From an optimization exercise on the open Yosys and OpenROAD flow, aimed at small area, a short achievable clock period and few clock cycles per item; shortcuts taken in it are not production practice. In this exercise RTL edits were held to simulation tests only and were not proved equivalent to the original. No driver is modelled on the clock port, so clocking that relies on it looks cheaper here than on a real chip. Power figures rest on the tool's default switching activity, not on a simulated workload.

$ cat flow/config.mk
export PLATFORM = sky130hd
export DESIGN_NAME = axil_write_slave_strb
export DESIGN_NICKNAME = axil_write_slave_strb
export VERILOG_FILES = /design/flow/design.v
export SDC_FILE = /design/flow/constraint.sdc
export NUM_CORES = 4
export LEC_CHECK = 0
export CAP_MARGIN = 20
export CORE_MARGIN = 2
export CORE_UTILIZATION = 45
export SLEW_MARGIN = 20
$ cat flow/constraint.sdc
create_clock -name core_clock -period 8.0 [get_ports {aclk}]
set_input_delay 1.6000 -clock core_clock [delete_from_list [all_inputs] [get_ports {aclk}]]
set_output_delay 1.6000 -clock core_clock [all_outputs]
set_load 0.01 [all_outputs]
$ cat flow/design.v
package axil_pkg;
    localparam logic [1:0] RESP_OKAY   = 2'b00;
    localparam logic [1:0] RESP_SLVERR = 2'b10;
    typedef enum logic [1:0] {
        ST_IDLE   = 2'd0,
        ST_GOT_AW = 2'd1,
        ST_GOT_W  = 2'd2,
        ST_RESP   = 2'd3
    } wr_state_e;
endpackage
module axil_regfile_be
#(
    parameter int unsigned          DATA_W   = 32,
    parameter int unsigned          NUM_REGS = 64,
    localparam int unsigned         IDX_W    = $clog2(NUM_REGS),
    localparam int unsigned         STRB_W   = DATA_W / 8
) (
    input  logic                aclk,
    input  logic                aresetn,
    input  logic                we,
    input  logic [IDX_W-1:0]    widx,
    input  logic [DATA_W-1:0]   wdata,
    input  logic [STRB_W-1:0]   wstrb,
    input  logic [IDX_W-1:0]    ridx,
    output logic [DATA_W-1:0]   rdata
);
    logic [NUM_REGS-1:0]        vld;
    logic [DATA_W-1:0]          words [NUM_REGS];
    logic [DATA_W-1:0]          wd_z;
    always_comb begin
        for (int b = 0; b < STRB_W; b++) begin
            wd_z[b*8 +: 8] = wstrb[b] ? wdata[b*8 +: 8] : 8'h00;
        end
    end
    for (genvar i = 0; i < NUM_REGS; i++) begin : g_reg
        logic                   sel;
        logic [DATA_W-1:0]      q;
        assign sel = we && (widx == IDX_W'(i));
        always_ff @(posedge aclk or negedge aresetn) begin
            if (!aresetn) vld[i] <= 1'b0;
            else if (sel) vld[i] <= 1'b1;
        end
        for (genvar b = 0; b < STRB_W; b++) begin : g_byte
            always_ff @(posedge aclk) begin
                if (sel && (wstrb[b] || !vld[i])) q[b*8 +: 8] <= wd_z[b*8 +: 8];
            end
        end
        assign words[i] = q;
    end
    assign rdata = vld[ridx] ? words[ridx] : '0;
endmodule
module axil_write_slave_strb
#(
    parameter int unsigned          DATA_W   = 32,
    parameter int unsigned          ADDR_W   = 32,
    parameter int unsigned          NUM_REGS = 64,
    localparam int unsigned         IDX_W    = $clog2(NUM_REGS),
    localparam int unsigned         STRB_W   = DATA_W / 8
) (
    input  logic                aclk,
    input  logic                aresetn,
    input  logic                awvalid,
    input  logic [ADDR_W-1:0]   awaddr,
    output logic                awready,
    input  logic                wvalid,
    input  logic [DATA_W-1:0]   wdata,
    input  logic [STRB_W-1:0]   wstrb,
    output logic                wready,
    output logic                bvalid,
    output logic [1:0]          bresp,
    input  logic                bready,
    input  logic [IDX_W-1:0]    rd_idx,
    output logic [DATA_W-1:0]   rd_data,
    output logic                wr_pulse,
    output logic [IDX_W-1:0]    wr_idx
);
    localparam int unsigned LSB = $clog2(STRB_W);
    logic                   commit;
    logic                   in_range;
    logic                   reg_we;
    logic                   bresp_err;
    assign commit   = awvalid && wvalid && (!bvalid || bready);
    assign awready  = commit;
    assign wready   = commit;
    assign in_range = (awaddr >> (LSB + IDX_W)) == '0;
    assign reg_we   = commit && in_range;
    assign bresp    = {bresp_err, 1'b0};
    always_ff @(posedge aclk or negedge aresetn) begin
        if (!aresetn) begin
            bvalid   <= 1'b0;
            wr_pulse <= 1'b0;
        end else begin
            if (commit) bvalid <= 1'b1;
            else if (bready) bvalid <= 1'b0;
            wr_pulse <= reg_we && (wstrb != '0);
        end
    end
    always_ff @(posedge aclk) begin
        if (commit) bresp_err <= !in_range;
        wr_idx <= awaddr[LSB +: IDX_W];
    end
    axil_regfile_be #(
        .DATA_W   (DATA_W),
        .NUM_REGS (NUM_REGS)
    ) u_regs (
        .aclk    (aclk),
        .aresetn (aresetn),
        .we      (reg_we),
        .widx    (awaddr[LSB +: IDX_W]),
        .wdata   (wdata),
        .wstrb   (wstrb),
        .ridx    (rd_idx),
        .rdata   (rd_data)
    );
endmodule
$ cat flow/run.sh
#!/bin/bash
# synth_recipe.tcl (not shown) runs the flow's synth.tcl, then flattens the netlist and writes it again
# the make line also repeats each setting of config.mk as NAME=value (left out here)
make -C /OpenROAD-flow-scripts/flow DESIGN_CONFIG=/design/flow/config.mk WORK_HOME=/design/flow/orfs CLKGATE_MAP_FILE= SYNTH_SCRIPT=/design/flow/synth_recipe.tcl finish
==> impl_metrics.csv, run 1 <==
group,metric,value,unit
critical_path,worstSetupStartpointType,"input port",
floorplanning,io_pins,123,
layout,fin_util,52.18,%
route,top_layer_used,"met4",
route,wl_met1,121300,microns
global_route,antenna_found_initial,5,
clock_network,postCtsHoldBufs,0,
power,power.leakage,32.22,nW
global_route,grt_first_pass_wirelength,441200,microns
critical_path,endpoint,"rd_data[23]",
timing,maxSlewHeadroom,16.62,%
floorplanning,die_x,435.1,microns
clock_network,cts_tree,"built",
critical_path,critical_path_class,"in -> out",
run_status,status,"complete, no violations",
route,drc_errors,0,
global_route,grtUsageTotal,33.26,%
layout,nNetsFinal,6146,
layout,area_growth,15.46,%
power,peakVddDrop,0.2384,mV
clock_network,cts.sinks,2121,
flow_run,drv_cap,0,
synth,yosysUniqueCellTypes,46,
layout,final_cell_mix,"edfxtp_1 (2049), nand3_1 (1870), nand4_1 (511), buf_4 (324), clkbuf_16 (213)",
route,wl_met2,142300,microns
critical_path,r2r-start,"bvalid$_DFFE_PN0P_",
route,detail_route.iter0.violations,10110,
global_route,grt_max_degree,106,
clock_network,numCtsBuffers,212,
critical_path,required,6.40,ns
timing,post-route-period-util,90.93,%
critical_path,crit_path_start,"rd_idx[3]",
route,wl_met3,39720,microns
power,power,22.68,mW
layout,final_common_cell,"edfxtp_1",
critical_path,reg2reg_slack,3.91,ns
clock_network,worstSkewPairLatency,0.89,ns
hold_path,min_path_type,"reg -> reg",
placement,dp_slack,0.7214,ns
clock_network,clockBufferDepth,3,
synth,synth_ff_type,"edfxtp_1",
floorplanning,dieArea,189300,sq um
route,via_per_inst,6.748,
timing,fmax,137.5,MHz
placement,io_buffer_count,119,
layout,n_fill_cell,15430,
layout,drive_above_1_share,14.05,%
route,vias,58890,
clock_network,cts_setup_buffers,0,
route,ant_nets,0,
synth,synth_seq_cells,2121,
route,drt-wirelength-per-cell,36.79,microns
critical_path,r2r_cells,6,
placement,dp_hpwl,186300,microns
timing,setup_tns,0,ns
floorplanning,core,185000,sq um
floorplanning,start_util,45.19,%
clock_network,root_buffer,"clkbuf_16",
clock_network,clkSlewWorstSetupHoldPaths,0.06,ns
timing,finClkSkew,0.04402,ns
timing,slew_violations,0,
synth,ys_seq_area_share,75.70,%
synth,netlist_instances,5865,
timing,rsz0062_at_grt,"no",
synth,synth_edf_count,2049,
floorplanning,rows,158,
global_route,grt_pass1_vias,55330,
floorplanning,die_y,435.1,microns
synth,async_reset_ff_share,3.112,%
placement,gp_congestion,1.103,
timing,worst_slack,0.7256,ns
timing,worst_slew_pin_slew,1.251,ns
critical_path,path_max_fanout,38,
timing,setup_viol,0,
critical_path,worstSetupEndpointType,"output pin",
synth,syn_nets,5944,
critical_path,r2r-end,"u_regs.g_reg[52].q[25]$_DFFE_PP_",
synth,synthesis.area,83620,sq um
clock_network,htreeDepth,4,
synth,syn_area_per_cell,14.26,sq um
power,power-per-cell-area,234.9,nW/um^2
synth,yosysWarnings,3,
critical_path,crit_arrival,5.67,ns
global_route,overflow,0,
timing,post-route-min-period,7.274,ns
clock_network,cts_resized,0,
route,wl,321000,microns
route,drt_first_pass_iters,6,
timing,finalHoldViolations,0,
[cell type report]
type	count	area (sq um)	share of cell area (%)
Clock inverter	124	1018	1.055
Antenna cell	4	10.01	0.01037
Tap cell	2480	3103	3.214
Multi-Input combinational cell	3233	18900	19.58
Clock buffer	265	5585	5.785
Timing Repair Buffer	492	4601	4.765
Inverter	7	26.28	0.02721
Sequential cell	2121	63300	65.56
[through the flow]
step | hold WS, ns | instances | area (sq um)
floorplan | 0.5165 | 5865 | 83620
global placement | 0.4768 | 8331 | 89830
detailed placement | 0.5006 | 8332 | 89880
CTS | 0.4933 | 8721 | 96490
global route | 0.5332 | 8722 | 96540
finish | 0.5145 | 8726 | 96550
[power breakdown]
group	leakage, nW	switching, mW	internal, mW
logic	9.01	0.723	0.210
clock network	3.22	4.34	5.23
registers	20.0	0.000711	12.2
[logic make-up after synthesis]
kind of cell           Yosys count  share of synthesized area (%)
multiplexers                    27                         0.5671
AO/OA/AOI/OAI                  368                          2.572
AND/OR/NAND/NOR               2837                          18.65
flip-flops                    2121                          75.70
buffers and inverters          511                          2.505
other                            1                       0.004485
[state kept, by name, indices dropped and copies added (netlist names)]
signal      cells
wr_idx          6
bvalid          1
wr_pulse        1
u_regs.g.q   2048
bresp_err       1
u_regs.vld     64
[metal layers]
metal  up-vias  global-route usage (%)
met3       828                   8.546
met5         -                       0
met1     30050                   45.53
met2      4329                   49.65
met4         0                   16.12
li1      23680                       -
[cells in the mapped netlist, drive strengths merged, types with 8 or more instances]
cell type | instances | share of area, %
a2111oi | 8 | 0.084
a21oi | 256 | 1.5
a221o | 15 | 0.18
a22oi | 11 | 0.099
and2 | 42 | 0.31
and3 | 34 | 0.25
and3b | 48 | 0.50
buf | 192 | 1.1
clkbuf | 312 | 1.4
dfrtp | 66 | 2.0
edfxtp | 2049 | 74
mux2i | 8 | 0.096
mux4 | 16 | 0.43
nand2 | 86 | 0.39
nand2b | 67 | 0.50
nand3 | 1870 | 11
nand4 | 511 | 3.8
nor3 | 12 | 0.23
nor4 | 132 | 1.1
o211a | 32 | 0.38
o21ai | 42 | 0.25
[worst max-delay path, cell delays in order]
cell	delay, ns
clkdlybuf4s50_1	0.92
and4bb_4	0.61
buf_12	0.34
nand3_1	0.11
nand4_1	0.14
nor4_2	0.98
nand4_1	0.24
o211a_1	0.18
clkdlybuf4s50_1	0.48
[worst min-delay path by stage]
| stage | startpoint | to | slack, ns | depth (start not counted) |
|---|---|---|---|---|
| finish | bvalid$_DFFE_PN0P_ | bvalid$_DFFE_PN0P_ | 0.51 | 2 |
| global route | aresetn | bvalid$_DFFE_PN0P_ | 0.53 | 1 |
| CTS | aresetn | wr_pulse$_DFF_PN0_ | 0.49 | 1 |
| detailed placement | bvalid$_DFFE_PN0P_ | bvalid$_DFFE_PN0P_ | 0.50 | 2 |
| global placement | bvalid$_DFFE_PN0P_ | bvalid$_DFFE_PN0P_ | 0.48 | 2 |
| floorplan | u_regs.vld[10]$_DFFE_PN0P_ | u_regs.vld[10]$_DFFE_PN0P_ | 0.52 | 1 |
Testbench counts, summed over its fixed seeds: cycles 3,208, items 3,200.
==> inputs of run 2 (changes only) <==
--- a/flow/config.mk
+++ b/flow/config.mk
@@ -9,3 +9,4 @@
 export CORE_MARGIN = 2
 export CORE_UTILIZATION = 45
+export SETUP_SLACK_MARGIN = 3.0
 export SLEW_MARGIN = 20
==> run 2 against run 1 <==
  * Critical path type unchanged
  * Wire length increased by 15%
  * Sequential share of layout area fell by 4.0 points
  * Non-clock buffer count is 270 higher
  * First-iteration DRC count up 24%
  * Still clean
  * Combinational power grew 37%
  * Sequential power hardly changed
  * Critical path depth unchanged
  * Worst hold slack about the same
  * Clock power rose by 0.6%
  * Final cell count up 3.3%
  * Largest cell class unchanged
  * Maximum frequency up 32%
  * Clock skew grew 0.0050 ns
==> impl_metrics.csv, run 2 <==
group,metric,value,unit
run_status,status,"complete, no violations",
placement,dp.cells,8332,
timing,slew_violations,0,
placement,dpl_cell_area,89880,sq um
timing,rsz0062_at_grt,"yes",
synth,synth.most_common_cell,"edfxtp_1",
floorplanning,die_x,435.1,microns
timing,post-route-min-period,5.493,ns
synth,synthTopCellsByArea,"edfxtp_1 (74%), nand3_1 (11%), nand4_1 (3.8%)",
synth,synth_ff_type,"edfxtp_1",
synth,syn_area_per_cell,14.26,sq um
clock_network,numCtsBuffers,212,
flow_run,drv_cap,0,
power,power,23.08,mW
critical_path,path_max_fanout,51,
timing,fmax,182.1,MHz
layout,postLayoutCellArea,102800,sq um
synth,synth_seq_cells,2121,
synth,netlist_instances,5865,
route,drt-wirelength-per-cell,40.81,microns
critical_path,required,6.40,ns
layout,final_common_cell,"edfxtp_1",
critical_path,path_cells,"buf_16, and4b_4, buf_12, nand3_1, nand4_1, nor4_4, nand4_1, o211a_1, buf_6",
route,wl_met2,156400,microns
global_route,grtUsageTotal,37.65,%
global_route,grt_first_pass_wirelength,490000,microns
synth,syn_nets,5944,
placement,gp_congestion,1.103,
clock_network,postCtsHoldBufs,0,
global_route,grt_pass1_vias,58310,
clock_network,htreeDepth,4,
global_route,grt_max_degree,99,
clock_network,clkSlewWorstSetupHoldPaths,0.06,ns
synth,async_reset_ff_share,3.112,%
power,power-per-cell-area,224.5,nW/um^2
critical_path,critical_path_class,"in -> out",
placement,dp_slack,0.7214,ns
synth,yosysUniqueCellTypes,46,
critical_path,crit_arrival,3.89,ns
clock_network,worstSkewPairLatency,0.91,ns
clock_network,root_buffer,"clkbuf_16",
synth,synth_edf_count,2049,
timing,setup_viol,0,
critical_path,worstSetupEndpointType,"output pin",
synth,synth_top_area_cell,"edfxtp_1",
floorplanning,core,185000,sq um
route,wl_met1,127000,microns
synth,ys_seq_area_share,75.70,%
layout,finalNonFillerCells,9012,
route,vias,63040,
route,wl_met3,54270,microns
clock_network,cts.sinks,2121,
critical_path,cp_common_cell,"nand4_1",
clock_network,clockBufferDepth,3,
timing,worst_slack,2.507,ns
synth,yosysWarnings,3,
hold_path,min_path_type,"reg -> reg",
synth,synth_common_cells,"edfxtp_1 (2049), nand3_1 (1870), nand4_1 (511), clkbuf_1 (312), a21oi_1 (256)",
power,power.leakage,35.08,nW
route,wl,367800,microns
floorplanning,dieArea,189300,sq um
layout,n_fill_cell,14770,
synth,synthesis.area,83620,sq um
route,drc_errors,0,
synth,synth_top_area_share,73.58,%
timing,maxSlewHeadroom,12.61,%
clock_network,cts_tree,"built",
floorplanning,rows,158,
global_route,antenna_found_initial,19,
floorplanning,start_util,45.19,%
route,top_layer_used,"met5",
layout,final_cell_mix,"edfxtp_1 (2049), nand3_1 (1842), nand4_1 (511), buf_4 (387), clkbuf_16 (224)",
route,detail_route.iter0.violations,12530,
route,ant_nets,0,
placement,dp_hpwl,186300,microns
route,drt_first_pass_iters,7,
timing,finClkSkew,0.04901,ns
global_route,overflow,0,
route,via_per_inst,6.995,
layout,nNetsFinal,6429,
critical_path,worstSetupStartpointType,"input port",
timing,setup_tns,0,ns
timing,worst_slew_pin_slew,1.311,ns
layout,largest_register_ffs,2048,
floorplanning,die_y,435.1,microns
layout,top_register,"u_regs.g.q",
layout,area_growth,22.98,%
floorplanning,io_pins,123,
layout,drive_above_1_share,20.26,%
placement,io_buffer_count,119,
critical_path,cp_slowest_stage_delay,0.71,ns
layout,top_regs,"u_regs.g.q: 2048 flops, u_regs.vld: 64 flops, wr_idx: 6 flops",
critical_path,crit_path_top_delay_cell,"nor4_4",
power,peakVddDrop,0.2469,mV
timing,finalHoldViolations,0,
timing,post-route-period-util,68.66,%
run 2: cell counts after synthesis:
Identical to the previous run, type by type.
run 2: layout make-up:
class / count / area (sq um) / area share, %
Timing Repair Buffer: 762 / 9653 / 9.387
Antenna cell: 7 / 17.52 / 0.01703
Multi-Input combinational cell: 3246 / 20130 / 19.58
Sequential cell: 2121 / 63300 / 61.56
Tap cell: 2480 / 3103 / 3.017
Clock inverter: 124 / 1018 / 0.9904
Inverter: 7 / 26.28 / 0.02555
Clock buffer: 265 / 5585 / 5.431
run 2: what timing repair did:
action                                  4_1_cts  5_1_grt
endpoints found under the setup margin       32       32
pin swaps                                   171       57
cloned                                       82       11
resized for setup                           531       47
setup buffers                               178       12
run 2: worst max-delay path, delay by kind of cell:
kind                   cells  cell delay [ns]
buffers and inverters      3             0.48
AO/OA/AOI/OAI              1             0.17
AND/OR/NAND/NOR            5             1.52
run 2: final timing paths:
check                                         from                               end  slack, ns  cells past startpoint
worst max-delay path                     rd_idx[1]                       rd_data[23]       2.51                      9
worst min-delay path            bvalid$_DFFE_PN0P_                bvalid$_DFFE_PN0P_       0.51                      2
worst max register to register  bvalid$_DFFE_PN0P_  u_regs.g_reg[59].q[24]$_DFFE_PP_       3.84                      6
worst min register to register  bvalid$_DFFE_PN0P_                bvalid$_DFFE_PN0P_       0.51                      2
max in group asynchronous                  aresetn         u_regs.vld[3]$_DFFE_PN0P_       6.25                      2
min in group asynchronous                  aresetn                wr_pulse$_DFF_PN0_       0.52                      1
run 2: metrics by stage:
step | util, % | hold WS [ns]
2_1_floorplan | - | 0.5165
3_3_place_gp | 48.55 | 0.4768
3_5_place_dp | 48.58 | 0.5006
4_1_cts | 55.20 | 0.4933
5_1_grt | 55.57 | 0.5278
6_report | 55.58 | 0.5147
run 2: kinds of logic after synthesis:
family | share of synthesized area, %
simple gates | 18.65
mux | 0.5671
flops | 75.70
compound gates | 2.572
buf+inv | 2.505
other cells | 0.004485
run 2: power by group:
part           total, mW  switching, mW  internal, mW  leakage [nW]
combinational       1.28          0.881         0.399          11.9
sequential          12.2       0.000710          12.2          20.0
clock               9.63           4.41          5.23          3.22
total               23.1           5.29          17.8          35.1
run 2: per-layer routing:
metal  GRT usage, %  up-vias
met1          48.81    31710
met2          54.04     5653
met5         0.2268        -
li1               -    24340
met3          12.27     1319
met4          25.27       18
==> inputs of run 3 (changes only) <==
--- a/flow/design.v
+++ b/flow/design.v
@@ -48,5 +48,10 @@
         assign words[i] = q;
     end
-    assign rdata = vld[ridx] ? words[ridx] : '0;
+    logic [NUM_REGS-1:0]        rsel;
+    always_comb begin
+        for (int i = 0; i < NUM_REGS; i++) rsel[i] = vld[i] && (ridx == IDX_W'(i));
+        rdata = '0;
+        for (int i = 0; i < NUM_REGS; i++) rdata = rdata | (words[i] & {DATA_W{rsel[i]}});
+    end
 endmodule
 module axil_write_slave_strb
--- a/flow/config.mk
+++ b/flow/config.mk
@@ -9,4 +9,6 @@
 export CORE_MARGIN = 2
 export CORE_UTILIZATION = 45
+export CTS_BUF_LIST = sky130_fd_sc_hd__clkbuf_8
+export CTS_CLUSTER_SIZE = 20
 export SETUP_SLACK_MARGIN = 3.0
 export SLEW_MARGIN = 20
==> run 3 against run 2 <==
  * Non-clock buffer count is 137 higher
  * Design area is 2.2% lower
  * First-iteration DRC count is 2.2% lower
  * Wire length decreased by 1.2%
  * Register-to-register slack gained 0.16 ns
  * Die area is 4.8% lower
  * Maximum frequency fell by 8.9%
  * Sequential power barely moved
  * Flip-flop and latch count unchanged
  * Combinational power shrank 66%
  * Total power fell by 8.0%
  * Clock power is about 10% lower
==> impl_metrics.csv, run 3 <==
group,metric,value,unit
run_status,status,"complete, no violations",
synth,synth.most_common_cell,"edfxtp_1",
power,seqPwrFrac,57.3,%
global_route,grtUsageTotal,39.60,%
timing,fmax,165.9,MHz
route,drt_first_pass_iters,19,
layout,largest_register_ffs,2048,
synth,netlist_instances,4514,
layout,top_regs,"u_regs.g.q: 2048 flops, u_regs.vld: 64 flops, wr_idx: 6 flops",
power,power.leakage,33.63,nW
route,vias,56860,
route,top_layer_used,"met5",
clock_network,worstSkewPairLatency,1.10,ns
synth,synthTopCellsByArea,"edfxtp_1 (77%), a22o_1 (4.2%), a221oi_1 (4.0%)",
route,wl_met2,150400,microns
synth,synthesis.area,79540,sq um
power,peakVddDrop,0.1695,mV
route,ant_nets,0,
critical_path,worstSetupStartpointType,"input port",
layout,final_common_cell,"edfxtp_1",
global_route,grt_first_pass_wirelength,471300,microns
clock_network,postCtsHoldBufs,0,
synth,synth_seq_cells,2121,
synth,async_reset_ff_share,3.112,%
timing,post-route-min-period,6.028,ns
timing,finClkSkew,0.06588,ns
timing,setup_viol,0,
power,p_sw_share,22.03,%
clock_network,root_buffer,"clkbuf_8",
timing,slew_violations,0,
layout,area_growth,26.39,%
critical_path,worstSetupEndpointType,"output pin",
timing,worst_slack,1.972,ns
route,drc_errors,0,
clock_network,clkSlewWorstSetupHoldPaths,0.06,ns
timing,rsz0062_at_grt,"yes",
layout,n_fill_cell,13250,
synth,syn_nets,4593,
route,wl_met1,121100,microns
global_route,grt_pass1_vias,51740,
power,power,21.25,mW
placement,io_buffer_count,119,
floorplanning,core,175900,sq um
synth,yosysUniqueCellTypes,47,
floorplanning,io_pins,123,
critical_path,critical_path_class,"in -> out",
route,wl,363200,microns
power,p_comb_share,2.0,%
timing,post-route-period-util,75.35,%
critical_path,reg2reg_slack,4.00,ns
floorplanning,start_util,45.21,%
placement,gp_congestion,0.9781,
floorplanning,dieArea,180100,sq um
route,drt-wirelength-per-cell,45.34,microns
synth,yosysWarnings,3,
route,detail_route.iter0.violations,12260,
layout,drive_above_1_share,32.40,%
placement,dp_hpwl,203900,microns
power,power_frac_clock,40.7,%
critical_path,crit_arrival,4.43,ns
global_route,antenna_found_initial,21,
clock_network,htreeDepth,5,
clock_network,numCtsBuffers,348,
synth,synth_top_area_share,77.36,%
synth,syn_area_per_cell,17.62,sq um
power,p_switching,4.682,mW
clock_network,cts_tree,"built",
synth,ys_seq_area_share,79.59,%
timing,setup_tns,0,ns
layout,nNetsFinal,5504,
critical_path,required,6.40,ns
floorplanning,die_x,424.4,microns
synth,synth_edf_count,2049,
global_route,overflow,0,
clock_network,clockBufferDepth,4,
timing,maxSlewHeadroom,13.18,%
floorplanning,rows,154,
global_route,grt_max_degree,81,
placement,dp_slack,0.2901,ns
route,wl_met3,61860,microns
timing,worst_slew_pin_slew,1.298,ns
synth,synth_top_area_cell,"edfxtp_1",
layout,top_register,"u_regs.g.q",
flow_run,drv_cap,0,
power,power-per-cell-area,211.4,nW/um^2
synth,synth_common_cells,"edfxtp_1 (2049), a22o_1 (384), a221oi_1 (362), nor2b_1 (263), clkbuf_1 (262)",
layout,multi_input_area,18890,sq um
timing,finalHoldViolations,0,
critical_path,path_max_fanout,7,
layout,final_cell_mix,"edfxtp_1 (2049), buf_4 (551), a22o_1 (381), clkbuf_8 (359), nor2b_1 (261)",
synth,synth_ff_type,"edfxtp_1",
power,p_int,16.57,mW
route,via_per_inst,7.096,
floorplanning,die_y,424.4,microns
layout,regArea,63300,sq um
clock_network,cts.sinks,2121,
hold_path,min_path_type,"in -> async",
layout,fin_util,57.14,%
[run 3: layout make-up]
type                    count  area share (%)
flip-flops and latches   2121           62.97
diodes                     14         0.03485
multi-input cells        2051           18.79
clock buffers             359           4.915
repair buffers            899           9.330
inverters                   4         0.01494
clock inverters           224           1.029
well taps                2340           2.912
[run 3: path summary, 6_finish.rpt]
| kind | endpoint | depth (start not counted) | startpoint |
|---|---|---|---|
| setup / recovery | rd_data[7] | 11 | rd_idx[0] |
| hold / removal | u_regs.vld[37]$_DFFE_PN0P_ | 1 | aresetn |
| setup reg to reg | u_regs.g_reg[40].q[10]$_DFFE_PP_ | 6 | bvalid$_DFFE_PN0P_ |
| hold reg to reg | bvalid$_DFFE_PN0P_ | 2 | bvalid$_DFFE_PN0P_ |
| max in group asynchronous | u_regs.vld[3]$_DFFE_PN0P_ | 2 | aresetn |
| min in group core_clock | bvalid$_DFFE_PN0P_ | 2 | bvalid$_DFFE_PN0P_ |
[run 3: kinds of logic (layout without fill, tap and decap cells)]
group                  after synthesis  count (layout)  synth area share (%)
buffers and inverters              357            1486                 1.825
other                                1              15              0.004715
flip-flops                        2121            2121                 79.59
AO/OA/AOI/OAI                     1103            1103                 11.71
AND/OR/NAND/NOR                    932             947                 6.870
[run 3: timing repair]
item                       in CTS  in global routing
buffers inserted              283                 61
gates cloned                   30                  3
setup endpoints to repair      32                 63
resized for setup             580                 94
pin swaps                     185                 98
[run 3: power by group through the flow]
stage          clock [mW]  combinational [mW]  sequential, mW
2_1_floorplan           0               0.141            12.4
6_report             8.64               0.430            12.2
5_1_grt              9.05               0.432            12.2
3_5_place_dp            0               0.346            12.4
3_3_place_gp            0               0.333            12.4
4_1_cts              8.56               0.402            12.2
[run 3: layer usage]
metal	track usage [%]	vias up
met5	0.9259	-
met4	25.53	18
met3	17.45	1487
met2	55.51	6096
met1	49.86	28390
li1	-	20860
[run 3: critical path, stage by stage]
cell	delay, ns
buf_12	0.12
buf_4	0.13
nor4bb_4	0.51
buf_4	0.29
and3_4	0.35
buf_4	0.28
a22oi_1	0.15
nand4_1	0.20
nor4_2	0.09
nand2_1	0.13
clkdlybuf4s50_1	0.55
[run 3: per-stage QoR]
stage                     cell area (sq um)  instances  hold slack (ns)
after CTS                             99310       7931           0.2450
final                                100500       8012           0.2982
after global placement                87790       7031           0.5670
after floorplan                       81320       4514           0.4930
after detailed placement              87940       7035           0.5662
after global routing                 100500       8002           0.2654
Testbench counts of run 3, summed over its fixed seeds: cycles 3,208, items 3,200.
==> inputs of run 4 (changes only) <==
--- a/flow/config.mk
+++ b/flow/config.mk
@@ -8,7 +8,7 @@
 export CAP_MARGIN = 20
 export CORE_MARGIN = 2
-export CORE_UTILIZATION = 45
+export CORE_UTILIZATION = 65
 export CTS_BUF_LIST = sky130_fd_sc_hd__clkbuf_8
 export CTS_CLUSTER_SIZE = 20
-export SETUP_SLACK_MARGIN = 3.0
+export SETUP_SLACK_MARGIN = 3.5
 export SLEW_MARGIN = 20
==> run 4 against run 3 <==
  * Global-route usage increased by 16 points
  * Register-to-register slack better by 0.45 ns
  * First-iteration DRC count up 18%
  * Maximum frequency is 0.36% lower
  * Total power fell by 1.4%
  * Synthesized cell count stayed put
  * Worst hold slack improved by 0.29 ns
  * Via count is 3.9% higher
  * Sequential share of layout area is essentially flat
  * Area after synthesis unchanged
  * Critical path type unchanged
==> impl_metrics.csv, run 4 <==
group,metric,value,unit
synth,synth_xor_area_share,0,%
route,wl,353100,microns
synth,synth_top_family_by_area,"compound AO/OA/AOI/OAI gates",
hold_path,min_path_type,"reg -> reg",
floorplanning,core,121600,sq um
route,drc_errors,0,
power,seqPwrFrac,58.1,%
floorplanning,die_y,353.8,microns
layout,final_cell_mix,"edfxtp_1 (2049), buf_4 (580), a22o_1 (380), clkbuf_8 (353), nor2b_1 (260)",
floorplanning,start_util,65.43,%
layout,area_growth,26.36,%
timing,finalHoldViolations,0,
global_route,grtUsageTotal,55.61,%
layout,drive_above_1_share,32.81,%
floorplanning,io_pins,123,
timing,fmax,165.3,MHz
layout,final_common_cell,"edfxtp_1",
synth,synth_seq_cells,2121,
layout,top_register,"u_regs.g.q",
synth,yosysWarnings,3,
timing,maxSlewHeadroom,17.44,%
critical_path,path_max_fanout,6,
synth,synthSimpleGateAreaFrac,6.870,%
floorplanning,rows,128,
clock_network,clockBufferDepth,4,
flow_run,drv_cap,0,
route,via_per_inst,8.004,
critical_path,r2r_cells,7,
floorplanning,die_x,353.8,microns
run_status,status,"complete, no violations",
timing,rsz0062_at_grt,"yes",
synth,synth_top_area_share,77.36,%
synth,netlist_instances,4514,
timing,post-route-period-util,75.62,%
clock_network,cts.sinks,2121,
placement,dp_hpwl,194700,microns
power,power_frac_clock,39.8,%
layout,fin_util,82.68,%
route,drt-wirelength-per-cell,47.83,microns
critical_path,critical_path_class,"in -> out",
power,p_switching,4.519,mW
global_route,grt_max_degree,74,
power,p_int,16.43,mW
synth,ys_seq_area_share,79.59,%
global_route,antenna_found_initial,23,
synth,synth_top_area_cell,"edfxtp_1",
global_route,grt_pass1_vias,53350,
route,ant_nets,0,
critical_path,reg2reg_slack,4.45,ns
power,peakVddDrop,0.2283,mV
timing,finClkSkew,0.06112,ns
power,p_sw_share,21.57,%
placement,io_buffer_count,119,
clock_network,root_buffer,"clkbuf_8",
synth,syn_nets,4593,
layout,nNetsFinal,5570,
synth,synthesis.area,79540,sq um
synth,synthTopCellsByArea,"edfxtp_1 (77%), a22o_1 (4.2%), a221oi_1 (4.0%)",
hold_path,worstHoldPathCells,2,
clock_network,cts_tree,"built",
clock_network,clkSlewWorstSetupHoldPaths,0.06,ns
layout,top_regs,"u_regs.g.q: 2048 flops, u_regs.vld: 64 flops, wr_idx: 6 flops",
route,vias,59080,
placement,gp_congestion,1.039,
synth,yosysUniqueCellTypes,47,
timing,post-route-min-period,6.050,ns
critical_path,worstSetupEndpointType,"output pin",
synth,synth_compound_area_share,11.71,%
timing,setup_viol,0,
synth,synth_ff_type,"edfxtp_1",
global_route,grt_first_pass_wirelength,457400,microns
timing,worst_slew_pin_slew,1.232,ns
clock_network,htreeDepth,5,
synth,synth_edf_count,2049,
power,p_comb_share,2.0,%
global_route,overflow,0,
clock_network,worstSkewPairLatency,1.08,ns
critical_path,worstSetupStartpointType,"input port",
clock_network,numCtsBuffers,340,
route,detail_route.iter0.violations,14460,
layout,largest_register_ffs,2048,
floorplanning,dieArea,125200,sq um
synth,syn_area_per_cell,17.62,sq um
synth,synth_common_cells,"edfxtp_1 (2049), a22o_1 (384), a221oi_1 (362), nor2b_1 (263), clkbuf_1 (262)",
route,drt_first_pass_iters,19,
power,power-per-cell-area,208.4,nW/um^2
timing,setup_tns,0,ns
synth,synth.mux.area_fraction,0,%
critical_path,crit_arrival,4.45,ns
synth,async_reset_ff_share,3.112,%
synth,synth_fa_ha_area_share,0,%
synth,synth.most_common_cell,"edfxtp_1",
power,power.leakage,34.02,nW
critical_path,required,6.40,ns
timing,slew_violations,0,
-- run 4: layout make-up --
| cell class | instances | area, sq um |
|---|---|---|
| tap | 1625 | 2033 |
| multi-input combinational | 2053 | 18880 |
| sequential | 2121 | 63300 |
| clock inverter | 216 | 942.2 |
| clock buffer | 353 | 4858 |
| inverter | 4 | 15.01 |
| antenna | 39 | 97.59 |
| fill | 5917 | 21050 |
| timing repair buffer | 971 | 10380 |
-- run 4: stage by stage --
step                power [mW]  instances  hold slack (ns)  instance area, sq um  worst slack (ns)
floorplan                12.56       4514           0.4914                 81360             2.888
global placement         12.73       6300           0.5588                 86720            0.5177
detailed placement       12.74       6302           0.5465                 86840            0.6468
CTS                      20.77       7253           0.5717                 98720             2.245
global route             21.29       7353           0.6401                100400             2.077
finish                   20.95       7382           0.5852                100500             1.950
-- run 4: logic make-up (layout without fill, tap and decap cells) --
family / Yosys count / count (layout)
AOI/OAI and AO/OA: 1103 / 1103
other: 1 / 40
buffers and inverters: 357 / 1544
and+or+nand+nor: 932 / 949
DFF: 2121 / 2121
-- run 4: timing repair --
| item | in CTS | in global routing |
|---|---|---|
| hold buffers | 0 | 0 |
| pin swaps | 203 | 123 |
| buffers inserted | 353 | 85 |
| cloned | 29 | 4 |
| resized for setup | 621 | 97 |
| endpoints found under the setup margin | 289 | 245 |
-- run 4: path summary, 6_finish.rpt --
| check | start | end |
|---|---|---|
| setup / recovery | rd_idx[1] | rd_data[17] |
| hold / removal | bvalid$_DFFE_PN0P_ | bvalid$_DFFE_PN0P_ |
| setup reg to reg | bvalid$_DFFE_PN0P_ | u_regs.g_reg[8].q[0]$_DFFE_PP_ |
| hold reg to reg | bvalid$_DFFE_PN0P_ | bvalid$_DFFE_PN0P_ |
| max in group asynchronous | aresetn | wr_pulse$_DFF_PN0_ |
| min in group asynchronous | aresetn | bvalid$_DFFE_PN0P_ |
-- run 4: worst max-delay path, stage by stage --
cell      delay (ns)
buf_12          0.12
buf_8           0.13
and4b_4         0.27
and3_4          0.24
buf_12          0.14
buf_4           0.14
a221oi_4        0.31
nand4_1         0.61
or4_4           0.73
buf_6           0.14
-- run 4: power groups by stage --
stage	clock network, mW	logic (mW)	registers (mW)
finish	8.34	0.429	12.2
global route	8.70	0.425	12.2
CTS	8.21	0.379	12.2
detailed placement	0	0.329	12.4
global placement	0	0.316	12.4
floorplan	0	0.141	12.4
-- run 4: metal layers --
| layer | vias up | GRT usage [%] | wire, microns |
|---|---|---|---|
| met4 | 30 | 41.25 | 36270 |
| met1 | 28470 | 68.03 | 104300 |
| met2 | 7518 | 74.26 | 141300 |
| met3 | 2064 | 30.13 | 70480 |
| met5 | - | 2.226 | 636 |
| li1 | 21000 | - | - |
==> inputs of run 5 (changes only) <==
--- a/flow/design.v
+++ b/flow/design.v
@@ -26,6 +26,7 @@
 );
     logic [NUM_REGS-1:0]        vld;
-    logic [DATA_W-1:0]          words [NUM_REGS];
+    logic [NUM_REGS*DATA_W-1:0] words;
     logic [DATA_W-1:0]          wd_z;
+    logic [NUM_REGS-1:0]        rsel;
     always_comb begin
         for (int b = 0; b < STRB_W; b++) begin
@@ -46,11 +47,74 @@
             end
         end
-        assign words[i] = q;
+        assign words[i*DATA_W +: DATA_W] = q;
     end
-    logic [NUM_REGS-1:0]        rsel;
+    axil_rd_dec #(
+        .NUM_REGS (NUM_REGS)
+    ) u_rd_dec (
+        .ridx (ridx),
+        .vld  (vld),
+        .rsel (rsel)
+    );
+    axil_rd_mux #(
+        .DATA_W   (DATA_W),
+        .NUM_REGS (NUM_REGS)
+    ) u_rd_mux (
+        .rsel  (rsel),
+        .words (words),
+        .rdata (rdata)
+    );
+endmodule
+module axil_rd_dec
+#(
+    parameter int unsigned          NUM_REGS = 64,
+    localparam int unsigned         IDX_W    = $clog2(NUM_REGS)
+) (
+    input  logic [IDX_W-1:0]    ridx,
+    input  logic [NUM_REGS-1:0] vld,
+    output logic [NUM_REGS-1:0] rsel
+);
     always_comb begin
         for (int i = 0; i < NUM_REGS; i++) rsel[i] = vld[i] && (ridx == IDX_W'(i));
+    end
+endmodule
+module axil_rd_mux
+#(
+    parameter int unsigned          DATA_W   = 32,
+    parameter int unsigned          NUM_REGS = 64,
+    parameter int unsigned          GRP      = 8,
+    localparam int unsigned         NGRP     = NUM_REGS / GRP
+) (
+    input  logic [NUM_REGS-1:0]         rsel,
+    input  logic [NUM_REGS*DATA_W-1:0]  words,
+    output logic [DATA_W-1:0]           rdata
+);
+    logic [NGRP*DATA_W-1:0] grp_or;
+    for (genvar g = 0; g < NGRP; g++) begin : g_grp
+        axil_rd_grp #(
+            .DATA_W (DATA_W),
+            .GRP    (GRP)
+        ) u_grp (
+            .rsel  (rsel[g*GRP +: GRP]),
+            .words (words[g*GRP*DATA_W +: GRP*DATA_W]),
+            .o     (grp_or[g*DATA_W +: DATA_W])
+        );
+    end
+    always_comb begin
         rdata = '0;
-        for (int i = 0; i < NUM_REGS; i++) rdata = rdata | (words[i] & {DATA_W{rsel[i]}});
+        for (int g = 0; g < NGRP; g++) rdata = rdata | grp_or[g*DATA_W +: DATA_W];
+    end
+endmodule
+module axil_rd_grp
+#(
+    parameter int unsigned          DATA_W   = 32,
+    parameter int unsigned          GRP      = 8
+) (
+    input  logic [GRP-1:0]              rsel,
+    input  logic [GRP*DATA_W-1:0]       words,
+    output logic [DATA_W-1:0]           o
+);
+    always_comb begin
+        o = '0;
+        for (int i = 0; i < GRP; i++) o = o | (words[i*DATA_W +: DATA_W] & {DATA_W{rsel[i]}});
     end
 endmodule
--- a/flow/config.mk
+++ b/flow/config.mk
@@ -8,7 +8,10 @@
 export CAP_MARGIN = 20
 export CORE_MARGIN = 2
-export CORE_UTILIZATION = 65
+export CORE_UTILIZATION = 55
 export CTS_BUF_LIST = sky130_fd_sc_hd__clkbuf_8
-export CTS_CLUSTER_SIZE = 20
-export SETUP_SLACK_MARGIN = 3.5
+export CTS_CLUSTER_DIAMETER = 60
+export CTS_CLUSTER_SIZE = 16
+export SETUP_SLACK_MARGIN = 2.5
 export SLEW_MARGIN = 20
+export SYNTH_HIERARCHICAL = 1
+export SYNTH_MINIMUM_KEEP_SIZE = 0
==> run 5 against run 4 <==
  * Non-clock buffer count decreased by 404
  * Worst hold slack got worse by 0.071 ns
  * Still clean
  * Area after synthesis increased by 0.10%
  * Critical path depth increased by 1
  * Maximum frequency increased by 9.0%
==> impl_metrics.csv, run 5 <==
group,metric,value,unit
run_status,status,"complete, no violations",
route,drc_errors,0,
power,power.leakage,28.62,nW
floorplanning,core,143700,sq um
floorplanning,die_x,384.5,microns
global_route,use_met2,49.06,%
layout,finalNonFillerCells,6973,
synth,synth_edf_count,2049,
floorplanning,io_pins,123,
synth,syn_nets,4612,
route,detail_route.iter0.violations,6298,
power,p_comb_share,2.1,%
route,drt_first_pass_iters,27,
global_route,antenna_found_initial,11,
timing,post-route-min-period,5.549,ns
timing,post-route-period-util,69.37,%
clock_network,clockBufferDepth,3,
global_route,grt.met1_usage,45.66,%
route,ant_nets,0,
timing,finalHoldViolations,0,
timing,rsz0062_at_grt,"yes",
layout,final_cell_mix,"edfxtp_1 (2049), a22oi_1 (948), buf_4 (368), nand4_1 (258), nor2b_1 (256)",
global_route,grt_first_pass_wirelength,331300,microns
synth,synth_top_area_share,77.28,%
global_route,grt_pass1_vias,44450,
synth,ys_seq_area_share,79.50,%
power,p_int,14.34,mW
timing,maxSlewHeadroom,19.45,%
power,power_frac_clock,30.8,%
critical_path,critical_path_class,"in -> out",
floorplanning,start_util,55.42,%
placement,dp.cells,6600,
timing,fmax,180.2,MHz
global_route,grt_max_degree,80,
clock_network,root_buffer,"clkbuf_8",
power,p_switching,3.778,mW
placement,dp_hpwl,146600,microns
placement,io_buffer_count,119,
layout,nNetsFinal,5040,
synth,synth_top_area_cell,"edfxtp_1",
global_route,grt_most_used_layer,"met2",
route,via_per_inst,6.724,
route,vias,46890,
hold_path,min_path_type,"reg -> reg",
power,peakVddDrop,0.1655,mV
clock_network,numCtsBuffers,160,
clock_network,cts.sinks,2121,
layout,largest_register_ffs,2048,
route,wl,240000,microns
timing,setup_tns,0,ns
global_route,grtUsageTotal,32.21,%
flow_run,drv_cap,0,
placement,dp_slack,0.4574,ns
critical_path,worstSetupEndpointType,"output pin",
synth,yosysUniqueCellTypes,36,
power,seqPwrFrac,67.1,%
floorplanning,die_y,384.5,microns
layout,top_regs,"u_regs.g.q: 2048 flops, u_regs.vld: 64 flops, wr_idx: 6 flops",
synth,synth_seq_cells,2121,
route,drt-wirelength-per-cell,34.41,microns
timing,worst_slack,2.451,ns
clock_network,worstSkewPairLatency,0.96,ns
clock_network,htreeDepth,4,
synth,synthesis.area,79620,sq um
critical_path,r2r_cells,6,
global_route,use_met3,8.330,%
synth,synthTopCellsByArea,"edfxtp_1 (77%), a22oi_1 (9.7%), dfrtp_1 (2.1%)",
power,p_sw_share,20.85,%
floorplanning,rows,139,
timing,setup_viol,0,
layout,top_register,"u_regs.g.q",
global_route,overflow,0,
critical_path,required,6.40,ns
clock_network,postCtsHoldBufs,0,
timing,slew_violations,0,
layout,final_common_cell,"edfxtp_1",
synth,syn_area_per_cell,17.56,sq um
synth,synth.most_common_cell,"edfxtp_1",
synth,netlist_instances,4533,
clock_network,cts_tree,"built",
hold_path,worstHoldPathCells,2,
floorplanning,dieArea,147800,sq um
critical_path,path_max_fanout,10,
synth,yosysWarnings,11,
placement,gp_congestion,0.9026,
synth,synth_common_cells,"edfxtp_1 (2049), a22oi_1 (1024), nand4_1 (258), nor2b_1 (258), nor3_1 (225)",
critical_path,worstSetupStartpointType,"input port",
layout,drive_above_1_share,20.94,%
layout,area_growth,12.98,%
timing,finClkSkew,0.04647,ns
power,power-per-cell-area,201.4,nW/um^2
layout,fin_util,62.62,%
critical_path,crit_arrival,3.95,ns
synth,synth_ff_type,"edfxtp_1",
clock_network,clkSlewWorstSetupHoldPaths,0.10,ns
synth,async_reset_ff_share,3.112,%
timing,worst_slew_pin_slew,1.199,ns
run 5: timing repair:
action	in CTS	in global routing
gates cloned	5	3
gates resized for setup	462	87
setup buffers	76	16
endpoints found under the setup margin	32	32
pin swaps	163	76
run 5: path summary, 6_finish.rpt:
kind,to,slack [ns],start
worst max-delay path,rd_data[31],2.45,rd_idx[1]
worst min-delay path,bvalid$_DFFE_PN0P_,0.51,bvalid$_DFFE_PN0P_
worst max register to register,u_regs.g_reg[21].q[24]$_DFFE_PP_,4.26,bvalid$_DFFE_PN0P_
worst min register to register,bvalid$_DFFE_PN0P_,0.51,bvalid$_DFFE_PN0P_
max in group asynchronous,u_regs.vld[38]$_DFFE_PN0P_,6.52,aresetn
min in group asynchronous,u_regs.vld[4]$_DFFE_PN0P_,0.79,aresetn
run 5: metal layers:
layer / share of wire, % / wire [microns] / vias to the layer above
met1: 40 / 95750 / 24030
li1: - / - / 19560
met2: 46 / 110300 / 2792
met4: 3.5 / 8512 / 18
met3: 11 / 25300 / 482
met5: 0.060 / 143 / -
run 5: cell type report:
class,count,area [sq um]
flip-flops and latches,2121,63300
fillers,10420,53700
multi-input cells,2110,16260
repair buffers,567,5091
clock buffers,173,2381
well taps,1903,2381
clock inverters,80,489.2
diodes,18,45.04
inverters,1,3.754
run 5: cell families after synthesis:
kind of cell	synth area share, %
compound gates	10.26
buf+inv	2.266
flops	79.50
other cells	0.004710
simple gates	7.966
run 5: power groups by stage:
stage / combinational [mW] / clock (mW) / sequential [mW]
after floorplan: 0.136 / 0 / 12.4
after global placement: 0.341 / 0 / 12.4
after detailed placement: 0.355 / 0 / 12.4
after CTS: 0.366 / 5.64 / 12.2
after global routing: 0.398 / 6.03 / 12.2
final: 0.382 / 5.58 / 12.2
run 5: through the flow:
stage	hold WS (ns)	total power, mW	cell area, sq um
2_1_floorplan	0.4930	12.55	79620
3_3_place_gp	0.4859	12.75	84160
5_1_grt	0.5666	18.58	89920
3_5_place_dp	0.4952	12.76	84270
6_report	0.5139	18.12	89960
4_1_cts	0.5163	18.17	89210
run 5: critical path, stage by stage:
cell	delay, ns
buf_12	0.11
buf_12	0.14
and4bb_4	0.29
and3_4	0.22
buf_16	0.15
buf_4	0.19
a22oi_1	0.30
nand4_1	0.31
nor4_4	0.34
nand2_2	0.12
buf_2	0.17
Testbench counts of run 5, summed over its fixed seeds: cycles 3,208, items 3,200.
==> inputs of run 6 (changes only) <==
--- a/flow/design.v
+++ b/flow/design.v
@@ -100,7 +100,18 @@
         );
     end
-    always_comb begin
-        rdata = '0;
-        for (int g = 0; g < NGRP; g++) rdata = rdata | grp_or[g*DATA_W +: DATA_W];
+    logic [NGRP/2*DATA_W-1:0] pair_n;
+    for (genvar g = 0; g < NGRP / 2; g++) begin : g_pair
+        axil_rd_nor2 #(
+            .DATA_W (DATA_W)
+        ) u_nor2 (
+            .a (grp_or[(2*g)*DATA_W +: DATA_W]),
+            .b (grp_or[(2*g+1)*DATA_W +: DATA_W]),
+            .y (pair_n[g*DATA_W +: DATA_W])
+        );
+    end
+    always_comb begin
+        rdata = '1;
+        for (int g = 0; g < NGRP / 2; g++) rdata = rdata & pair_n[g*DATA_W +: DATA_W];
+        rdata = ~rdata;
     end
 endmodule
@@ -118,4 +129,14 @@
         for (int i = 0; i < GRP; i++) o = o | (words[i*DATA_W +: DATA_W] & {DATA_W{rsel[i]}});
     end
+endmodule
+module axil_rd_nor2
+#(
+    parameter int unsigned          DATA_W   = 32
+) (
+    input  logic [DATA_W-1:0]           a,
+    input  logic [DATA_W-1:0]           b,
+    output logic [DATA_W-1:0]           y
+);
+    assign y = ~(a | b);
 endmodule
 module axil_write_slave_strb
==> flow/flow/run.sh (new file) <==
#!/bin/bash
# The standard layout, with the port buffers made of buf_4 instead of the flow's default
# choice (a delay buffer). Everything else is the standard flow with config.mk's settings.
set -euo pipefail
bash standard.sh "BUFFER_PORTS_ARGS=-buffer_cell sky130_fd_sc_hd__buf_4" finish > make_finish.log 2>&1
==> flow/standard.sh (new file) <==
#!/bin/bash
# synth_recipe.tcl (not shown) runs the flow's synth.tcl, then flattens the netlist and writes it again
# the make line also repeats each setting of config.mk as NAME=value (left out here)
make -C /OpenROAD-flow-scripts/flow DESIGN_CONFIG=/design/flow/config.mk WORK_HOME=/design/flow/orfs CLKGATE_MAP_FILE= SYNTH_SCRIPT=/design/flow/synth_recipe.tcl "${@:-finish}"
removed: flow/run.sh
==> run 6 against run 5 <==
  * Still clean
  * Area after synthesis up 0.20%
  * Synthesized cell count increased by 1.4%
  * Final cell count shrank 1.5%
  * Global-route usage down 1.2 points
  * Register-to-register slack improved by 0.30 ns
  * Flip-flop and latch count is the same
  * Largest cell class unchanged
==> impl_metrics.csv, run 6 <==
group,metric,value,unit
run_status,status,"complete, no violations",
critical_path,critical_path_class,"in -> out",
layout,final_cell_mix,"edfxtp_1 (2049), a22oi_1 (1023), buf_4 (395), nand4_1 (290), nor2b_1 (256)",
critical_path,cp_slowest_stage_delay,0.61,ns
synth,synth_top_area_cell,"edfxtp_1",
synth,yosysUniqueCellTypes,36,
synth,synth_edf_count,2049,
route,drt-wirelength-per-cell,33.53,microns
layout,drive_above_1_share,17.70,%
route,drc_errors,0,
route,wl,230200,microns
clock_network,cts.sinks,2121,
synth,synth_ff_type,"edfxtp_1",
layout,final_common_cell,"edfxtp_1",
clock_network,cts_tree,"built",
timing,post-route-min-period,5.589,ns
route,wl_met1,91110,microns
critical_path,path_cells,"buf_4, nor4b_4, and3_4, buf_4, a22oi_1, nand4_1, nor2_1, nand4_1, buf_4",
synth,syn_nets,4676,
critical_path,worstSetupStartpointType,"input port",
synth,yosysWarnings,11,
power,peakVddDrop,0.1287,mV
placement,io_buffer_count,119,
synth,syn_area_per_cell,17.35,sq um
hold_path,min_path_type,"in -> async",
critical_path,crit_arrival,3.99,ns
floorplanning,rows,139,
synth,synthTopCellsByArea,"edfxtp_1 (77%), a22oi_1 (9.6%), nand4_1 (2.3%)",
clock_network,htreeDepth,4,
route,top_layer_used,"met5",
timing,setup_tns,0,ns
global_route,overflow,0,
route,wl_met3,25700,microns
critical_path,crit_path_top_delay_cell,"nor4b_4",
route,wl_met2,107300,microns
placement,dpl_cell_area,83480,sq um
layout,area_growth,9.582,%
route,vias,45680,
layout,nNetsFinal,4942,
power,power,18.16,mW
global_route,grt_first_pass_wirelength,319800,microns
critical_path,r2r-start,"bvalid$_DFFE_PN0P_",
clock_network,worstSkewPairLatency,0.95,ns
timing,setup_viol,0,
critical_path,worstSetupEndpointType,"output pin",
clock_network,clkSlewWorstSetupHoldPaths,0.10,ns
route,ant_nets,0,
floorplanning,core,143800,sq um
route,detail_route.iter0.violations,5262,
floorplanning,die_y,384.9,microns
timing,worst_slew_pin_slew,1.156,ns
timing,slew_violations,0,
route,via_per_inst,6.652,
clock_network,numCtsBuffers,157,
synth,synth.most_common_cell,"edfxtp_1",
floorplanning,io_pins,123,
critical_path,required,6.40,ns
timing,finClkSkew,0.04762,ns
layout,top_regs,"u_regs.g.q: 2048 flops, u_regs.vld: 64 flops, wr_idx: 6 flops",
clock_network,postCtsHoldBufs,0,
synth,netlist_instances,4597,
synth,async_reset_ff_share,3.112,%
critical_path,r2r_cells,7,
synth,ys_seq_area_share,79.35,%
synth,synth_top_area_share,77.12,%
synth,synthesis.area,79780,sq um
global_route,grtUsageTotal,31.01,%
placement,gp_congestion,0.8625,
global_route,grt_max_degree,81,
global_route,antenna_found_initial,22,
floorplanning,dieArea,148100,sq um
power,power-per-cell-area,207.7,nW/um^2
floorplanning,start_util,55.47,%
flow_run,drv_cap,0,
synth,synth_seq_cells,2121,
layout,postLayoutCellArea,87420,sq um
critical_path,reg2reg_slack,4.56,ns
layout,top_register,"u_regs.g.q",
route,drt_first_pass_iters,6,
clock_network,clockBufferDepth,3,
timing,post-route-period-util,69.86,%
critical_path,path_max_fanout,17,
layout,largest_register_ffs,2048,
clock_network,root_buffer,"clkbuf_8",
power,power.leakage,27.56,nW
timing,finalHoldViolations,0,
floorplanning,die_x,384.9,microns
timing,maxSlewHeadroom,22.37,%
critical_path,cp_common_cell,"buf_4",
synth,synth_common_cells,"edfxtp_1 (2049), a22oi_1 (1024), nand4_1 (290), nor2b_1 (258), nor3_1 (225)",
timing,fmax,178.9,MHz
critical_path,r2r-end,"u_regs.g_reg[11].q[19]$_DFFE_PP_",
timing,rsz0062_at_grt,"yes",
global_route,grt_pass1_vias,43670,
placement,dp_hpwl,142600,microns
[run 6: cell families (layout without fill, tap and decap cells)]
group	after synthesis	in the layout	share of synthesized area, %
flip-flops	2121	2121	79.35
AND/OR/NAND/NOR	1080	1081	8.151
other	1	14	0.004700
buffers and inverters	307	659	2.262
AO/OA/AOI/OAI	1088	1088	10.24
[run 6: where the power goes]
group / leakage [nW] / total (mW) / switching [mW] / internal (mW)
Combinational: 5.94 / 0.354 / 0.297 / 0.0561
Sequential: 20.0 / 12.2 / 0.000711 / 12.2
Clock: 1.64 / 5.65 / 3.38 / 2.27
Total: 27.6 / 18.2 / 3.67 / 14.5
[run 6: worst max path at each step]
stage / from / end / slack [ns] / depth (start not counted)
floorplan: rd_idx[5] / rd_data[10] / 3.56 / 8
global placement: rd_idx[5] / rd_data[24] / 1.66 / 9
detailed placement: rd_idx[5] / rd_data[24] / 1.59 / 9
CTS: rd_idx[1] / rd_data[24] / 2.48 / 9
global route: rd_idx[0] / rd_data[16] / 2.47 / 9
finish: rd_idx[1] / rd_data[2] / 2.41 / 9
[run 6: critical path, delay by kind of cell]
| family | cells | cell delay [ns] |
|---|---|---|
| AOI/OAI and AO/OA | 1 | 0.14 |
| and+or+nand+nor | 5 | 1.57 |
| buffers and inverters | 3 | 0.68 |
[run 6: per-layer routing]
layer / up-vias / track usage [%]
met5: - / 0.8447
met4: 22 / 8.464
met3: 334 / 9.884
met2: 2286 / 48.31
met1: 23710 / 42.40
li1: 19330 / -
[run 6: cell type report]
cell class	count	area, sq um
Timing Repair Buffer	412	3102
Clock buffer	169	2326
Multi-Input combinational cell	2170	15670
Clock inverter	77	604.3
Tap cell	1903	2381
Inverter	1	3.754
Antenna cell	13	32.53
Sequential cell	2121	63300
Fill cell	10650	56410
[run 6: what timing repair did]
item / in CTS / in global routing
pin swaps: 12 / 21
setup endpoints to repair: 32 / 30
buffers inserted: 4 / 16
hold endpoints to repair: 0 / 0
gates cloned: 1 / 0
resized for setup: 167 / 28
[run 6: per-stage QoR]
step / setup slack, ns / hold WS (ns) / std cells / util, %
after floorplan: 3.557 / 0.4930 / 4597 / -
after global placement: 1.664 / 0.4985 / 6573 / 57.92
after detailed placement: 1.591 / 0.5018 / 6584 / 58.04
after CTS: 2.483 / 0.3824 / 6835 / 60.45
after global routing: 2.466 / 0.4253 / 6855 / 60.76
final: 2.411 / 0.4700 / 6866 / 60.78
Testbench counts of run 6, summed over its fixed seeds: cycles 3,208, items 3,200.
==> inputs of run 7 (changes only) <==
==> flow/flow/run.sh (replaced) <==
#!/bin/bash
# The standard layout with two changes: the port buffers are buf_4 instead of the flow's
# default choice (a delay buffer), and after clock tree synthesis a second round of setup
# repair runs (flow/post_cts.tcl, through ORFS's POST_CTS_TCL hook). Everything else is
# the standard flow with config.mk's settings. make's output goes to make_finish.log; each
# ORFS step keeps its own log under orfs/logs/.
set -euo pipefail
bash standard.sh \
    "BUFFER_PORTS_ARGS=-buffer_cell sky130_fd_sc_hd__buf_4" \
    "POST_CTS_TCL=$PWD/flow/post_cts.tcl" \
    finish > make_finish.log 2>&1
==> flow/flow/post_cts.tcl (new file) <==
# Extra setup repair after CTS: a second round of repair_timing, which finds moves
# the first round (run by cts.tcl) stops short of.
log_cmd estimate_parasitics -placement
log_cmd repair_timing -setup -setup_margin 3.2 -repair_tns 100 -verbose
log_cmd repair_timing -setup -setup_margin 3.2 -repair_tns 100 -sequence "sizeup,swap,buffer,clone,split" -verbose
set result [catch { detailed_placement } msg]
if { $result != 0 } {
  error "Detailed placement failed after the extra repair: $msg"
}
check_placement -verbose
log_cmd estimate_parasitics -placement
report_worst_slack -max
--- a/flow/config.mk
+++ b/flow/config.mk
@@ -12,5 +12,5 @@
 export CTS_CLUSTER_DIAMETER = 60
 export CTS_CLUSTER_SIZE = 16
-export SETUP_SLACK_MARGIN = 2.5
+export SETUP_SLACK_MARGIN = 2.0
 export SLEW_MARGIN = 20
 export SYNTH_HIERARCHICAL = 1
==> run 7 against run 6 <==
  * Clock skew decreased by 0.0039 ns
  * Combinational power up 7.1%
  * Total power is 0.24% higher
  * Utilization is 1.8 points higher
  * Design area grew 3.0%
  * Wire length grew 3.9%
  * Sequential share of layout area decreased by 2.1 points
  * Sequential power about the same
  * Critical path depth up 2
  * Clock-buffer cell count is the same
  * Critical endpoint is now rd_data[18]
  * Largest cell class unchanged
  * Highest routed layer unchanged
==> impl_metrics.csv, run 7 <==
group,metric,value,unit
layout,area_growth,12.82,%
run_status,status,"complete, no violations",
global_route,antenna_found_initial,17,
timing,maxSlewHeadroom,24.24,%
layout,largest_register_ffs,2048,
placement,dp_slack,1.591,ns
synth,yosysWarnings,11,
route,detail_route.iter0.violations,5764,
timing,rsz0062_at_grt,"no",
critical_path,path_max_fanout,8,
global_route,grtUsageTotal,32.28,%
timing,finClkSkew,0.04371,ns
layout,top_register,"u_regs.g.q",
critical_path,critical_path_class,"in -> out",
critical_path,required,6.40,ns
synth,syn_area_per_cell,17.35,sq um
synth,synth_ff_type,"edfxtp_1",
critical_path,worstSetupEndpointType,"output pin",
route,wl,239200,microns
floorplanning,rows,139,
synth,netlist_instances,4597,
route,drc_errors,0,
synth,synth_common_cells,"edfxtp_1 (2049), a22oi_1 (1024), nand4_1 (290), nor2b_1 (258), nor3_1 (225)",
layout,nNetsFinal,5057,
placement,io_buffer_count,119,
global_route,grt_max_degree,81,
synth,synth_top_area_share,77.12,%
global_route,grt_first_pass_wirelength,332000,microns
floorplanning,die_x,384.9,microns
placement,gp_congestion,0.8625,
synth,syn_nets,4676,
critical_path,r2r-end,"u_regs.g_reg[11].q[22]$_DFFE_PP_",
floorplanning,core,143800,sq um
critical_path,crit_arrival,3.70,ns
layout,final_cell_mix,"edfxtp_1 (2049), a22oi_1 (932), buf_4 (402), nand4_1 (290), nor2b_1 (256)",
critical_path,crit_path_start,"rd_idx[3]",
timing,post-route-period-util,66.22,%
timing,slew_violations,0,
floorplanning,die_y,384.9,microns
route,vias,46620,
hold_path,min_path_type,"in -> async",
flow_run,drv_cap,0,
clock_network,worstSkewPairLatency,0.95,ns
layout,drive_above_1_share,22.43,%
critical_path,r2r-start,"bvalid$_DFFE_PN0P_",
synth,async_reset_ff_share,3.112,%
synth,synthesis.area,79780,sq um
synth,synth.most_common_cell,"edfxtp_1",
global_route,grt_pass1_vias,45120,
synth,ys_seq_area_share,79.35,%
route,drt_first_pass_iters,6,
critical_path,reg2reg_slack,4.53,ns
synth,synth_seq_cells,2121,
floorplanning,io_pins,123,
global_route,overflow,0,
floorplanning,start_util,55.47,%
route,drt-wirelength-per-cell,34.25,microns
power,power.leakage,28.52,nW
layout,top_regs,"u_regs.g.q: 2048 flops, u_regs.vld: 64 flops, wr_idx: 6 flops",
timing,worst_slew_pin_slew,1.128,ns
placement,dp.cells,6584,
layout,finalNonFillerCells,6985,
timing,setup_viol,0,
critical_path,r2r_cells,7,
timing,finalHoldViolations,0,
route,via_per_inst,6.674,
synth,synth_edf_count,2049,
power,power-per-cell-area,202.2,nW/um^2
route,ant_nets,0,
timing,fmax,188.8,MHz
timing,post-route-min-period,5.297,ns
floorplanning,dieArea,148100,sq um
timing,worst_slack,2.703,ns
power,peakVddDrop,0.1286,mV
layout,fin_util,62.58,%
clock_network,cts.sinks,2121,
synth,synthTopCellsByArea,"edfxtp_1 (77%), a22oi_1 (9.6%), nand4_1 (2.3%)",
clock_network,cts_tree,"built",
timing,setup_tns,0,ns
layout,n_fill_cell,10340,
placement,dp_hpwl,142600,microns
synth,yosysUniqueCellTypes,36,
synth,synth_top_area_cell,"edfxtp_1",
critical_path,worstSetupStartpointType,"input port",
layout,final_common_cell,"edfxtp_1",
clock_network,clkSlewWorstSetupHoldPaths,0.10,ns
[run 7: logic make-up after synthesis]
kind of cell    Yosys count  synth area share [%]
buf+inv                 307                 2.262
other cells               1              0.004700
flops                  2121                 79.35
simple gates           1080                 8.151
compound gates         1088                 10.24
[run 7: worst max-delay path by stage]
stage          slack (ns)  cells after the start     endpoint
6_report             2.70                     11  rd_data[18]
5_1_grt              2.74                      9  rd_data[10]
3_5_place_dp         1.59                      9  rd_data[24]
3_3_place_gp         1.66                      9  rd_data[24]
2_1_floorplan        3.56                      8  rd_data[10]
[run 7: layout make-up]
type	instances	area (sq um)	share of cell area (%)
Timing Repair Buffer	515	4733	5.259
Clock inverter	77	604.3	0.6714
Sequential cell	2121	63300	70.33
Clock buffer	169	2326	2.584
Tap cell	1903	2381	2.645
Antenna cell	17	42.54	0.04726
Multi-Input combinational cell	2182	16620	18.46
Inverter	1	3.754	0.004170
[run 7: metrics by stage]
stage	hold slack (ns)	power, mW	instance area, sq um
detailed placement	0.5018	12.75	83480
finish	0.4688	18.20	90010
global route	0.4254	18.67	89970
global placement	0.4985	12.73	83310
floorplan	0.4930	12.55	79780
[run 7: where the power goes]
group | internal [mW] | leakage (nW) | switching, mW | total (mW)
sequential | 12.2 | 20.0 | 0.000714 | 12.2
combinational | 0.0726 | 6.89 | 0.307 | 0.379
clock | 2.27 | 1.64 | 3.39 | 5.66
total | 14.5 | 28.5 | 3.70 | 18.2
[run 7: worst max-delay path, stage by stage]
cell and delay, ns:
buf_12 0.11, nor4b_4 0.13, buf_4 0.15, and3_4 0.20, buf_12 0.14, buf_8 0.13, a22oi_2 0.16, nand4_1 0.23
nor2_4 0.31, nand4_1 0.28, buf_4 0.23
[run 7: metal layers]
metal | GRT usage (%) | wire [microns] | vias up
li1 | - | - | 19600
met1 | 43.74 | 92720 | 24040
met2 | 50.19 | 110700 | 2508
met3 | 9.796 | 27340 | 445
met4 | 10.73 | 8114 | 24
met5 | 0.9097 | 310 | -

==> what the ideal ports hide <==
Ports are ideal in the flow. The routed layouts listed here were re-timed in OpenROAD.
Step 1, drivers: a clkbuf_16 drives aclk and a buf_2 each remaining input, both assumed.
Step 2 also shifts input and output timing later by t, the mid clock arrival at the registers, as if the neighbouring blocks saw the same clock.
Slacks: no drivers / after step 1 / after step 2; pairs: no drivers / after step 1.
| run | shift t [ns] | setup WS [ns] | hold WS [ns] |
|---|---|---|---|
| run 1 | 0.967 | 0.726 / 0.664 / 0.664 | 0.514 / 0.470 / 0.514 |
| run 2 | 0.979 | 2.507 / 2.224 / 2.147 | 0.515 / 0.455 / 0.515 |
| run 3 | 1.158 | 1.972 / 1.863 / 1.863 | 0.298 / 0.236 / 0.567 |
| run 4 | 1.127 | 1.950 / 1.774 / 1.774 | 0.585 / 0.585 / 0.585 |
| run 5 | 1.022 | 2.451 / 2.305 / 1.706 | 0.514 / 0.514 / 0.514 |
| run 6 | 1.000 | 2.411 / 2.255 / 2.255 | 0.470 / 0.429 / 0.521 |
| run 7 | 1.006 | 2.703 / 2.436 / 2.436 | 0.469 / 0.425 / 0.520 |
After both steps setup and hold are still met in every run listed. The setup slack of run 5, which loses most, moves by -0.146 ns with the drivers and by -0.745 ns with both steps.
